From an optimization exercise on the open Yosys and OpenROAD flow, aimed at small area, a short achievable clock period and few clock cycles per item; shortcuts taken in it are not production practice.
In this exercise RTL edits were held to simulation tests only and were not proved equivalent to the original.

## JK
## booth_radix2_multiplier_core
module booth_radix2_multiplier_core #(
   parameter int MAX_WIDTH = 16
) (
   input  logic                      clock,
   input  logic                      reset,
   input  logic                          req_valid,
   output logic                          req_ready,
   input  logic [brm_pkg::IN_W-1:0]      req_multiplicand_bits,
   input  logic [brm_pkg::IN_W-1:0]      req_multiplier_bits,
   output logic                          rsp_valid,
   input  logic                          rsp_ready,
   output logic [brm_pkg::PRODUCT_W-1:0] rsp_product_bits,
   output logic                          rsp_negative,
   output logic [brm_pkg::MAG_W-1:0]     rsp_magnitude,
   input  logic                      csr_write_enable,
   input  logic [brm_pkg::CFG_W-1:0] csr_write_data
);
   logic [15:0] wm, wtop;
   logic [31:0] pmask;
   logic [3:0] nm1_ff;
   always_ff @(posedge clock) begin
      if (reset) begin
         nm1_ff <= 4'd15;
      end else if (csr_write_enable) begin
         nm1_ff <= (csr_write_data < 5'd2) ? 4'd1 : (csr_write_data > 5'd16) ? 4'd15 : 4'(csr_write_data - 5'd1);
      end
   end
   always_comb begin
      for (int i = 0; i < 16; i++) begin
         wm[i] = (4'(i) <= nm1_ff);
      end
   end
   assign wtop = wm & ~(wm >> 1);
   always_comb begin
      for (int i = 0; i < 16; i++) begin
         pmask[2*i]   = wm[i];
         pmask[2*i+1] = wm[i];
      end
   end
   logic        en;
   logic        req_sa, req_sb;
   logic [15:0] ax;
   logic [7:0] one;
   logic [7:0] two;
   logic [7:0] neg;
   logic ng;
   logic [15:0] ax_c;
   logic [15:0] bx_c;
  ...
For scale: about 1,400 cells after synthesis, roughly 170 flip-flops, about 110 I/O pins, about 0.014 mm2 of cells after synthesis.
==> flow/config.mk <==
export PLATFORM = sky130hd
export DESIGN_NAME = booth_radix2_multiplier_core
export DESIGN_NICKNAME = booth_radix2_multiplier_core
export VERILOG_FILES = /design/flow/design.v
export SDC_FILE = /design/flow/constraint.sdc
export NUM_CORES = 4
export LEC_CHECK = 0
export ABC_CLOCK_PERIOD_IN_PS = 3300
export CAP_MARGIN = 20
export CORE_MARGIN = 2
export CORE_UTILIZATION = 40
export PLACE_DENSITY = 0.6
export SETUP_SLACK_MARGIN = 3.9
export SLEW_MARGIN = 20
==> flow/constraint.sdc <==
create_clock -name core_clock -period 7.2 [get_ports {clock}]
set_input_delay 1.4400 -clock core_clock [delete_from_list [all_inputs] [get_ports {clock}]]
set_output_delay 1.4400 -clock core_clock [all_outputs]
set_load 0.01 [all_outputs]
standard.sh (not shown) runs the stock make flow with config.mk's settings and CLKGATE_MAP_FILE= SYNTH_SCRIPT=/design/flow/synth_recipe.tcl, a recipe that flattens the netlist after the stock synthesis.
==> flow/flow/run.sh <==
#!/bin/bash
# Layout flow: the standard ORFS flow, with the port buffers made from
# sky130_fd_sc_hd__buf_2 instead of the delay cell buffer_ports picks by default.
set -euo pipefail
sed 's|"\${@:-finish}"|BUFFER_PORTS_ARGS="-buffer_cell sky130_fd_sc_hd__buf_2" "${@:-finish}"|' standard.sh > flow_standard_mod.sh
bash flow_standard_mod.sh > flow_make.log 2>&1
Testbench counts of JK, summed over its fixed seeds: cycles 8,024, items 8,000.
Relative to JK, the following input files were edited for MS:
==> flow/flow/run.sh <==
#!/bin/bash
# Layout flow: the standard ORFS flow (standard.sh) with two changes:
#  1. synthesis: the same script, except that Yosys's "synth -run fine:" step
#     gets -noabc, so the quick ABC pass there does not re-encode the adder
#     trees before extract_fa (it leaves fewer inverters around the fa/ha
#     cells); flops, hierarchy flattening and renaming are as in synth_recipe.tcl.
#  2. port buffers are sky130_fd_sc_hd__buf_2 instead of the delay cell that
#     buffer_ports picks by default.
# Each tool's output goes to the ORFS logs under orfs/logs; make's own output
# goes to flow_make.log here.
set -euo pipefail
here=$(pwd)
sed 's|^proc synth {args} { yosys synth -nofsm -noshare {\*}\$args }|proc synth {args} { if {[lsearch -exact $args fine:] >= 0} { lappend args -noabc }; yosys synth -nofsm -noshare {*}$args }|' synth_recipe.tcl > flow_synth.tcl
grep -q -- '-noabc' flow_synth.tcl
sed -e "s|SYNTH_SCRIPT=[^ ]*|SYNTH_SCRIPT=$here/flow_synth.tcl|" \
    -e 's|"\${@:-finish}"|BUFFER_PORTS_ARGS="-buffer_cell sky130_fd_sc_hd__buf_2" "${@:-finish}"|' standard.sh > flow_standard_mod.sh
grep -q flow_synth.tcl flow_standard_mod.sh
bash flow_standard_mod.sh > flow_make.log 2>&1
Findings:
Diff JK -> MS: worst-case setup margin in the final layout now sits higher, routed wire length has increased, register-to-register setup slack rose by 0.16 ns, initial antenna violation count moved down.
Between JK and MS, the full die area figures differ only marginally.

afterwards: timing with drivers on the ports:
The results above use ideal ports. As a check the final layouts listed here were re-extracted and re-timed, cells and wires unchanged.
Step 1 (the two cells are an assumption about what drives the block):
set clk [get_ports {clock}]
set_driving_cell -lib_cell sky130_fd_sc_hd__clkbuf_16 $clk
set_driving_cell -lib_cell sky130_fd_sc_hd__buf_2 [delete_from_list [all_inputs] $clk]
Step 2 times the ports against the registers' clock, not the clock port: input delays grow and output delays shrink by t, the midpoint of the rising clock arrivals with the driver on.
Slacks: no drivers / after step 1 / after step 2; pairs: no drivers / after step 1.
run | shift t [ns] | slack for setup (ns) | latest minus earliest clock arrival (ns) | worst slew at a driven data input, ns | pins driven straight from the clock port
JK | 0.484 | 3.741 / 3.741 / 3.508 | 0.015 / 0.016 | 0.09 | 1
MS | 0.489 | 3.899 / 3.860 / 3.519 | 0.013 / 0.014 | 0.07 | 1
After both steps setup and hold are still met in every run listed. The setup slack of MS, which loses most, moves by -0.039 ns with the drivers and by -0.380 ns with both steps.
